This design comes from an exercise in tuning for small area and a short achievable clock period on the open sky130 flow, not from production work. In this exercise RTL edits were held to simulation tests only and were not proved equivalent to the original. No activity file was given, so power comes from the tool's default toggle rates.

==> flow/design.v (excerpt) <==
module s64x7_core (
    input  logic               clk_i,
    input  logic               rst_n_i,
    input  s64_pkg::word_t     dat_i,
    output s64_pkg::pkt_addr_t adr_o,
    output logic               cyc_o,
    output logic               we_o,
    output logic               vpa_o,
    output s64_pkg::sel_t      sel_o,
    output s64_pkg::word_t     dat_o,
    output s64_pkg::opc_e      opc_o
);
==> flow/config.mk <==
export PLATFORM = sky130hd
export DESIGN_NAME = s64x7_core
export DESIGN_NICKNAME = s64x7_core
export VERILOG_FILES = /design/flow/design.v
export SDC_FILE = /design/flow/constraint.sdc
export NUM_CORES = 4
export LEC_CHECK = 0
export CAP_MARGIN = 20
export CORE_MARGIN = 2
export CORE_UTILIZATION = 55
export CTS_CLUSTER_DIAMETER = 80
export CTS_CLUSTER_SIZE = 20
export SLEW_MARGIN = 20
export TNS_END_PERCENT = 5
==> flow/constraint.sdc <==
create_clock -name core_clock -period 10.0 [get_ports {clk_i}]
set_input_delay 2.0000 -clock core_clock [delete_from_list [all_inputs] [get_ports {clk_i}]]
set_output_delay 2.0000 -clock core_clock [all_outputs]
set_load 0.01 [all_outputs]
standard.sh (not shown) runs the stock make flow with config.mk's settings and CLKGATE_MAP_FILE= SYNTH_SCRIPT=/design/flow/synth_recipe.tcl, a recipe that flattens the netlist after the stock synthesis.
==> flow/flow/run.sh <==
#!/bin/bash
set -euo pipefail
bash standard.sh \
  "BUFFER_PORTS_ARGS=-buffer_cell sky130_fd_sc_hd__buf_4" \
  MATCH_CELL_FOOTPRINT=0 \
  SETUP_SLACK_MARGIN=6.5 \
  finish > flow_make.log 2>&1
The starting point completed with no timing, DRC or antenna violations.
Edit:
--- a/flow/flow/run.sh
+++ b/flow/flow/run.sh
@@ -1,0 +2,7 @@
+# Layout: the standard flow (standard.sh, standard synthesis unchanged), with
+# two changes to how the layout is made:
+#  - the port buffers that buffer_ports inserts are buf_4 cells instead of the
+#    library's default pick (a slow delay cell);
+#  - the resizer may swap a cell for one with another footprint.
+# All make and tool output goes to flow_make.log here; ORFS keeps each step's
+# own log under orfs/logs/.
@@ -6 +12,0 @@
-  SETUP_SLACK_MARGIN=6.5 \
CTS_CLUSTER_DIAMETER = default   (was 80)
CTS_CLUSTER_SIZE = default   (was 20)
SETUP_SLACK_MARGIN = 5   (was default)
TNS_END_PERCENT = default   (was 5)
Result: Setup slack degrades by 0.73 ns. Via count fell by 2.9%. Cell count drops by about 1.2%. Maximum frequency shrinks by about 15%.


s64x7_core, a different RTL version from the one above (not shown whole).
Size: ~960 flip-flops.
==> flow/config.mk <==
export PLATFORM = sky130hd
export DESIGN_NAME = s64x7_core
export DESIGN_NICKNAME = s64x7_core
export VERILOG_FILES = /design/flow/design.v
export SDC_FILE = /design/flow/constraint.sdc
export NUM_CORES = 4
export LEC_CHECK = 0
export CAP_MARGIN = 20
export CORE_MARGIN = 2
export CORE_UTILIZATION = 55
export CTS_CLUSTER_DIAMETER = 80
export CTS_CLUSTER_SIZE = 20
export SLEW_MARGIN = 20
export TNS_END_PERCENT = 5
==> flow/constraint.sdc <==
create_clock -name core_clock -period 10.0 [get_ports {clk_i}]
set_input_delay 2.0000 -clock core_clock [delete_from_list [all_inputs] [get_ports {clk_i}]]
set_output_delay 2.0000 -clock core_clock [all_outputs]
set_load 0.01 [all_outputs]
==> flow/flow/run.sh <==
#!/bin/bash
set -euo pipefail
bash standard.sh \
  "BUFFER_PORTS_ARGS=-buffer_cell sky130_fd_sc_hd__buf_2" \
  MATCH_CELL_FOOTPRINT=0 \
  SETUP_SLACK_MARGIN=6.2 \
  finish > flow_make.log 2>&1
The first run passed the timing, design-rule and antenna checks.
Change:
- CORE_UTILIZATION: 55 -> 65
Effect: The changed run completed without violations; synthesized area is unchanged; final area is about the same; worst hold slack gets better by 0.0072 ns; count of clock-buffer cells in the layout falls by 2; worst setup slack gets better by 0.067 ns; first-iteration DRC count rises by 14%; register-to-register slack gets better by 0.05 ns; wire length falls by 0.79%; combinational power hardly moves.

==> afterwards: timing with drivers on the ports <==
No port has a modelled driver above. Below, the same layouts with a new extraction and two added sets of constraints. Step 1: set_driving_cell puts a clkbuf_16 on clk_i and a buf_2 on each other input, an assumption about the parent block. Step 2 adds t to the input delays and takes it off the output delays; t is the mean of the earliest and latest rising clock arrival at the registers after step 1. Input paths then give back, and output paths get back, about the clock's delay inside the block. a / b / c = ideal ports / drivers / drivers and shift; a / b = the first two.
| run | shift t [ns] | slack for setup (ns) | hold slack, ns | slew at the worst register clock pin (ns) | worst data-port slew with drivers (ns) |
|---|---|---|---|---|---|
| the first run of note 1 | 0.782 | 5.779 / 5.699 / 5.492 | 0.460 / 0.460 / 0.460 | 0.10 / 0.10 | 0.10 |
| the second run of note 1 | 0.786 | 5.053 / 4.976 / 5.236 | 0.455 / 0.455 / 0.455 | 0.07 / 0.07 | 0.24 |
| the first run of note 2 | 0.802 | 5.900 / 5.824 / 5.542 | 0.455 / 0.455 / 0.455 | 0.10 / 0.10 | 0.05 |
| the second run of note 2 | 0.755 | 5.967 / 5.889 / 5.686 | 0.463 / 0.463 / 0.463 | 0.09 / 0.09 | 0.06 |
After both steps every run listed still meets setup and hold. The setup slack of the first run of note 2, which loses most, moves by -0.076 ns with the drivers and by -0.358 ns with both steps.
